This design comes from an exercise in tuning for small area and few clock cycles per item on the open sky130 flow, not from production work.
In this exercise RTL edits were held to simulation tests only and were not proved equivalent to the original.
Power is estimated from default activity; no workload was simulated. The clock port is modelled as an ideal driver; clocking choices that lean on that would not hold on a real chip.

== v9 ==
==> flow/design.v <==
package pbte_pkg;
    localparam int COLOR_W         = 32;
    localparam int TILE_W          = 8;
    localparam int PIXELS_PER_TILE = 8;
    localparam int POS_W           = 3;
    localparam int STORED_W        = 5;
    localparam int APB_DATA_W      = 32;
    localparam int APB_ADDR_W      = 3;
    localparam logic REG_LEARN_COLORS = 1'b0;
    typedef struct packed {
        logic                palette_overflow;
        logic [STORED_W-1:0] colors_stored;
        logic                high_bit;
        logic                low_bit;
    } pal_status_t;
    typedef struct packed {
        logic                palette_overflow;
        logic [STORED_W-1:0] colors_stored;
        logic [TILE_W-1:0]   plane_high;
        logic [TILE_W-1:0]   plane_low;
    } tile_t;
    localparam int TILE_BITS = 1 + STORED_W + 2 * TILE_W;   
    localparam int TDATA_W   = ((TILE_BITS + 7) / 8) * 8;
endpackage
module pbte_palette #(
    parameter int PALETTE_DEPTH = 16
) (
    input  logic                         aclk,
    input  logic                         aresetn,
    input  logic                         step,
    input  logic                         learn,
    input  logic [pbte_pkg::COLOR_W-1:0] color,
    input  logic                         clear,
    output logic                         busy,
    output logic [pbte_pkg::STORED_W-1:0] colors_stored,
    output logic                         palette_overflow,
    output logic                         low_bit,
    output logic                         high_bit
);
    localparam int SLOTS = PALETTE_DEPTH - 3;
    localparam int HALF  = (SLOTS + 1) / 2;   
    localparam int CNT_W = $clog2(PALETTE_DEPTH + 1);
    logic [pbte_pkg::COLOR_W-1:0] bank_reg [1:3];
    logic [pbte_pkg::COLOR_W-1:0] slot_reg [SLOTS];
    logic [SLOTS-1:0]             slot_vld;
    logic [pbte_pkg::COLOR_W-1:0] spare_reg;
    logic                         spare_vld;
    logic [CNT_W-1:0]             count_reg;
    logic                         overflow_reg;
    logic [CNT_W-1:0] count_eff;
    logic [3:1]       bank_hit;
    logic             other_hit;
    logic             hit;
    logic             full;
    logic             store;
    logic             to_bank;
    logic             new_ring;   
    logic             gap_a;      
    logic             gap_b;      
    logic             spare_b;    
    logic             clr;
    assign clr = step && clear;
    always_comb begin
        count_eff = clear ? '0 : count_reg;
        for (int i = 1; i <= 3; i++) begin
            bank_hit[i] = (CNT_W'(i) < count_eff) && (bank_reg[i] == color);
        end
        other_hit = !clear && spare_vld && (spare_reg == color);
        for (int i = 0; i < SLOTS; i++) begin
            if (!clear && slot_vld[i] && (slot_reg[i] == color)) other_hit = 1'b1;
        end
        hit = (|bank_hit) || other_hit;
        full     = (count_eff >= CNT_W'(PALETTE_DEPTH));
        store    = !hit && learn && !full;
        to_bank  = store && (count_eff >= CNT_W'(1)) && (count_eff <= CNT_W'(3));
        new_ring = step && store && !to_bank;
        low_bit  = bank_hit[1] || bank_hit[3]
                   || (to_bank && ((count_eff == CNT_W'(1)) || (count_eff == CNT_W'(3))));
        high_bit = bank_hit[2] || bank_hit[3]
                   || (to_bank && ((count_eff == CNT_W'(2)) || (count_eff == CNT_W'(3))));
    end
    assign gap_a   = !slot_vld[HALF-1];
    assign gap_b   = !slot_vld[SLOTS-1];
    assign spare_b = spare_vld && !gap_a;
    assign busy    = spare_vld && !gap_a && !gap_b && learn
                     && (count_reg < CNT_W'(PALETTE_DEPTH));
    assign colors_stored    = pbte_pkg::STORED_W'(count_reg);
    assign palette_overflow = overflow_reg;
    always_ff @(posedge aclk) begin
        if (!aresetn) begin
            count_reg    <= '0;
            overflow_reg <= 1'b0;
        end else if (step) begin
            count_reg    <= store ? count_eff + CNT_W'(1) : count_eff;
            overflow_reg <= (!clear && overflow_reg) || (!hit && learn && full);
        end
    end
    always_ff @(posedge aclk) begin
        for (int i = 1; i <= 3; i++) begin
            if (count_reg == CNT_W'(i)) bank_reg[i] <= color;
        end
    end
    always_ff @(posedge aclk) begin
        for (int i = 1; i < SLOTS; i++) begin
            if (i != HALF) slot_reg[i] <= slot_reg[i-1];
        end
        if (!gap_a)         slot_reg[0] <= slot_reg[HALF-1];
        else if (spare_vld) slot_reg[0] <= spare_reg;
        else                slot_reg[0] <= color;
        if (!gap_b)         slot_reg[HALF] <= slot_reg[SLOTS-1];
        else if (spare_b)   slot_reg[HALF] <= spare_reg;
        else                slot_reg[HALF] <= color;
    end
    always_ff @(posedge aclk) begin
        if (!aresetn) begin
            slot_vld <= '0;
        end else begin
            for (int i = 1; i < SLOTS; i++) begin
                if (i != HALF) slot_vld[i] <= slot_vld[i-1] && !clr;
            end
            if (!gap_a)         slot_vld[0] <= slot_vld[HALF-1] && !clr;
            else if (spare_vld) slot_vld[0] <= !clr;
            else                slot_vld[0] <= new_ring;
            if (!gap_b)         slot_vld[HALF] <= slot_vld[SLOTS-1] && !clr;
            else if (spare_b)   slot_vld[HALF] <= !clr;
            else                slot_vld[HALF] <= new_ring && (!gap_a || spare_vld);
        end
    end
    always_ff @(posedge aclk) begin
        if (!aresetn) begin
            spare_vld <= 1'b0;
        end else if (spare_vld) begin
            spare_vld <= (gap_a && gap_b) ? 1'b0 : ((gap_a || gap_b || clr) ? new_ring : 1'b1);
        end else begin
            spare_vld <= new_ring && !gap_a && !gap_b;
        end
    end
    always_ff @(posedge aclk) begin
        if (!spare_vld || gap_a || gap_b || clr) spare_reg <= color;
    end
endmodule
module pbte_planes (
    input  logic                        aclk,
    input  logic                        aresetn,
    input  logic                        step,
    input  logic                        clear,
    input  logic                        low_bit,
    input  logic                        high_bit,
    output logic                        emit,
    output logic [pbte_pkg::TILE_W-1:0] plane_low,
    output logic [pbte_pkg::TILE_W-1:0] plane_high
);
    logic [pbte_pkg::POS_W-1:0] bit_pos_reg;
    logic [pbte_pkg::POS_W-1:0] pos_eff;
    assign pos_eff = clear ? '0 : bit_pos_reg;
    assign emit    = (pos_eff == pbte_pkg::POS_W'(pbte_pkg::PIXELS_PER_TILE - 1));
    always_ff @(posedge aclk) begin
        if (!aresetn) begin
            bit_pos_reg <= '0;
        end else if (step) begin
            bit_pos_reg <= pos_eff + pbte_pkg::POS_W'(1);
        end
    end
    always_ff @(posedge aclk) begin
        if (step) begin
            plane_low  <= {plane_low[pbte_pkg::TILE_W-2:0], low_bit};
            plane_high <= {plane_high[pbte_pkg::TILE_W-2:0], high_bit};
        end
    end
endmodule
module palette_bitplane_tile_encoder #(
    parameter int PALETTE_DEPTH = 16
) (
    input  logic                            aclk,
    input  logic                            aresetn,
    input  logic                            s_tvalid,
    output logic                            s_tready,
    input  logic [pbte_pkg::COLOR_W-1:0]    s_tdata,   
    input  logic                            s_tuser,   
    output logic                            m_tvalid,
    input  logic                            m_tready,
    output logic [pbte_pkg::TDATA_W-1:0]    m_tdata,
    input  logic                            psel,
    input  logic                            penable,
    input  logic                            pwrite,
    input  logic [pbte_pkg::APB_ADDR_W-1:0] paddr,
    input  logic [pbte_pkg::APB_DATA_W-1:0] pwdata,
    output logic [pbte_pkg::APB_DATA_W-1:0] prdata,
    output logic                            pready
);
    logic                          learn_reg;
    logic                          m_valid_reg;
    logic                          busy;
    logic                          step;
    logic                          emit;
    logic                          low_bit;
    logic                          high_bit;
    logic [pbte_pkg::TILE_W-1:0]   plane_low;
    logic [pbte_pkg::TILE_W-1:0]   plane_high;
    logic [pbte_pkg::STORED_W-1:0] colors_stored;
    logic                          palette_overflow;
    assign pready = 1'b1;
    always_comb begin
        prdata = '0;
        if (paddr[2] == pbte_pkg::REG_LEARN_COLORS) begin
            prdata[0] = learn_reg;
        end
    end
    always_ff @(posedge aclk) begin
        if (!aresetn) begin
            learn_reg <= 1'b1;
        end else if (psel && penable && pwrite
                     && (paddr[2] == pbte_pkg::REG_LEARN_COLORS)) begin
            learn_reg <= pwdata[0];
        end
    end
    assign s_tready = !busy && (!m_valid_reg || m_tready);
    assign step     = s_tvalid && s_tready;
    always_ff @(posedge aclk) begin
        if (!aresetn) begin
            m_valid_reg <= 1'b0;
        end else if (step && emit) begin
            m_valid_reg <= 1'b1;
        end else if (m_tready) begin
            m_valid_reg <= 1'b0;
        end
    end
    pbte_palette #(
        .PALETTE_DEPTH (PALETTE_DEPTH)
    ) u_palette (
        .aclk             (aclk),
        .aresetn          (aresetn),
        .step             (step),
        .learn            (learn_reg),
        .color            (s_tdata),
        .clear            (s_tuser),
        .busy             (busy),
        .colors_stored    (colors_stored),
        .palette_overflow (palette_overflow),
        .low_bit          (low_bit),
        .high_bit         (high_bit)
    );
    pbte_planes u_planes (
        .aclk       (aclk),
        .aresetn    (aresetn),
        .step       (step),
        .clear      (s_tuser),
        .low_bit    (low_bit),
        .high_bit   (high_bit),
        .emit       (emit),
        .plane_low  (plane_low),
        .plane_high (plane_high)
    );
    assign m_tvalid = m_valid_reg;
    assign m_tdata  = {{(pbte_pkg::TDATA_W - pbte_pkg::TILE_BITS){1'b0}},
                       palette_overflow, colors_stored, plane_high, plane_low};
endmodule
export LEC_CHECK = 0
export CAP_MARGIN = 20
export CORE_MARGIN = 2
export CORE_UTILIZATION = 40
export SLEW_MARGIN = 20
create_clock -name core_clock -period 5.0 [get_ports {aclk}]
run.sh (not shown) runs the stock make flow with config.mk's settings and CLKGATE_MAP_FILE= SYNTH_SCRIPT=/design/flow/synth_recipe.tcl, a recipe that flattens the netlist after the stock synthesis.
Testbench counts of v9, summed over its fixed seeds: cycles 32,967, pixels 32,768.
What v19 does differently from v9 at the input level:
- GPL_TIMING_DRIVEN: unset -> 0
==> comparison <==
The lower critical path's largest stage delay came out of v9.
The multi-input combinational cell area of v9 and that of v19 are within noise of each other.
NOTE cell-internal power v9->v19 decreased slightly
Against v9, leakage power in v19 rose by a few percent.
v19 went all the way through synthesis, placement and routing and the layout is clean on timing, DRC and antenna.
Of v19 and v9, the lower slack of the worst reg-to-reg path belongs to v19.
As of v19, detailed-route via count had risen by a few percent compared to v9.
The combinational share of power of v19 exceeds that of v9 by 1.0 points.
Relative to v19, the following input files were edited for v36:
- putting CTS_CLUSTER_DIAMETER at 100 where nothing was set
- clearing GPL_TIMING_DRIVEN, which used to be 0
- putting CTS_CLUSTER_SIZE at 30 where nothing was set
Notes after the runs:
- Compared with v19, in v36 clock network power went down; total negative slack did not really move; global-route usage went down.
- v36 vs v19 — final standard cell area without fillers dropped 7.0%.
> inputs changed (v36 -> v48)
==> flow/flow/run.sh (new file) <==
#!/bin/bash
# The standard layout, with the clock tree built without dummy loads.
# make's output goes to orfs_make.log; each tool's own log is under orfs/logs/.
set -euo pipefail
export CTS_ARGS="-sink_clustering_enable -repair_clock_nets -dont_use_dummy_load -sink_clustering_size 30 -sink_clustering_max_diameter 100"
bash standard.sh finish > orfs_make.log 2>&1
==> flow/standard.sh (new file) <==
#!/bin/bash
# synth_recipe.tcl (not shown) runs the flow's synth.tcl, then flattens the netlist and writes it again
# the make line also repeats each setting of config.mk as NAME=value (left out here)
make -C /OpenROAD-flow-scripts/flow DESIGN_CONFIG=/design/flow/config.mk WORK_HOME=/design/flow/orfs CLKGATE_MAP_FILE= SYNTH_SCRIPT=/design/flow/synth_recipe.tcl "${@:-finish}"
removed: flow/run.sh
v48 closes out successfully: all stages finished, all timing, DRC and antenna checks passed. Looking at power density normalized to cell area, v48 sits about 1.3% below v36. Cell area (v48 vs. v36) decreases slightly. The run with more setup slack is v36; v48 has less. Changes observed in v48 relative to v36: met2 routed wirelength went down by 0.79%; actual slew at the worst max-slew pin now sits lower.

-- what the ideal ports hide --
How much do the figures lean on ideal ports? The routed layouts below were timed once more, with nothing changed but the port constraints. Step 1 assumes that a clkbuf_16 drives the clock port and a buf_2 every other input. Step 2 also shifts input and output timing later by t, the mid clock arrival at the registers, as if the neighbouring blocks saw the same clock. Slacks: ideal ports / drivers / drivers and shift; pairs: ideal ports / drivers.
| run | t, ns | setup WS [ns] | latest minus earliest clock arrival (ns) |
|---|---|---|---|
| v9 | 0.668 | 1.237 / 1.260 / 0.592 | 0.030 / 0.030 |
| v19 | 0.682 | 0.125 / 0.156 / -0.527 | 0.044 / 0.045 |
| v36 | 0.652 | 1.240 / 1.278 / 0.626 | 0.041 / 0.040 |
| v48 | 0.631 | 1.200 / 1.237 / 0.607 | 0.085 / 0.085 |
With both steps, setup timing fails in v19, where it was met with ideal ports. The setup slack of v19, which loses most, moves by +0.031 ns with the drivers and by -0.652 ns with both steps.
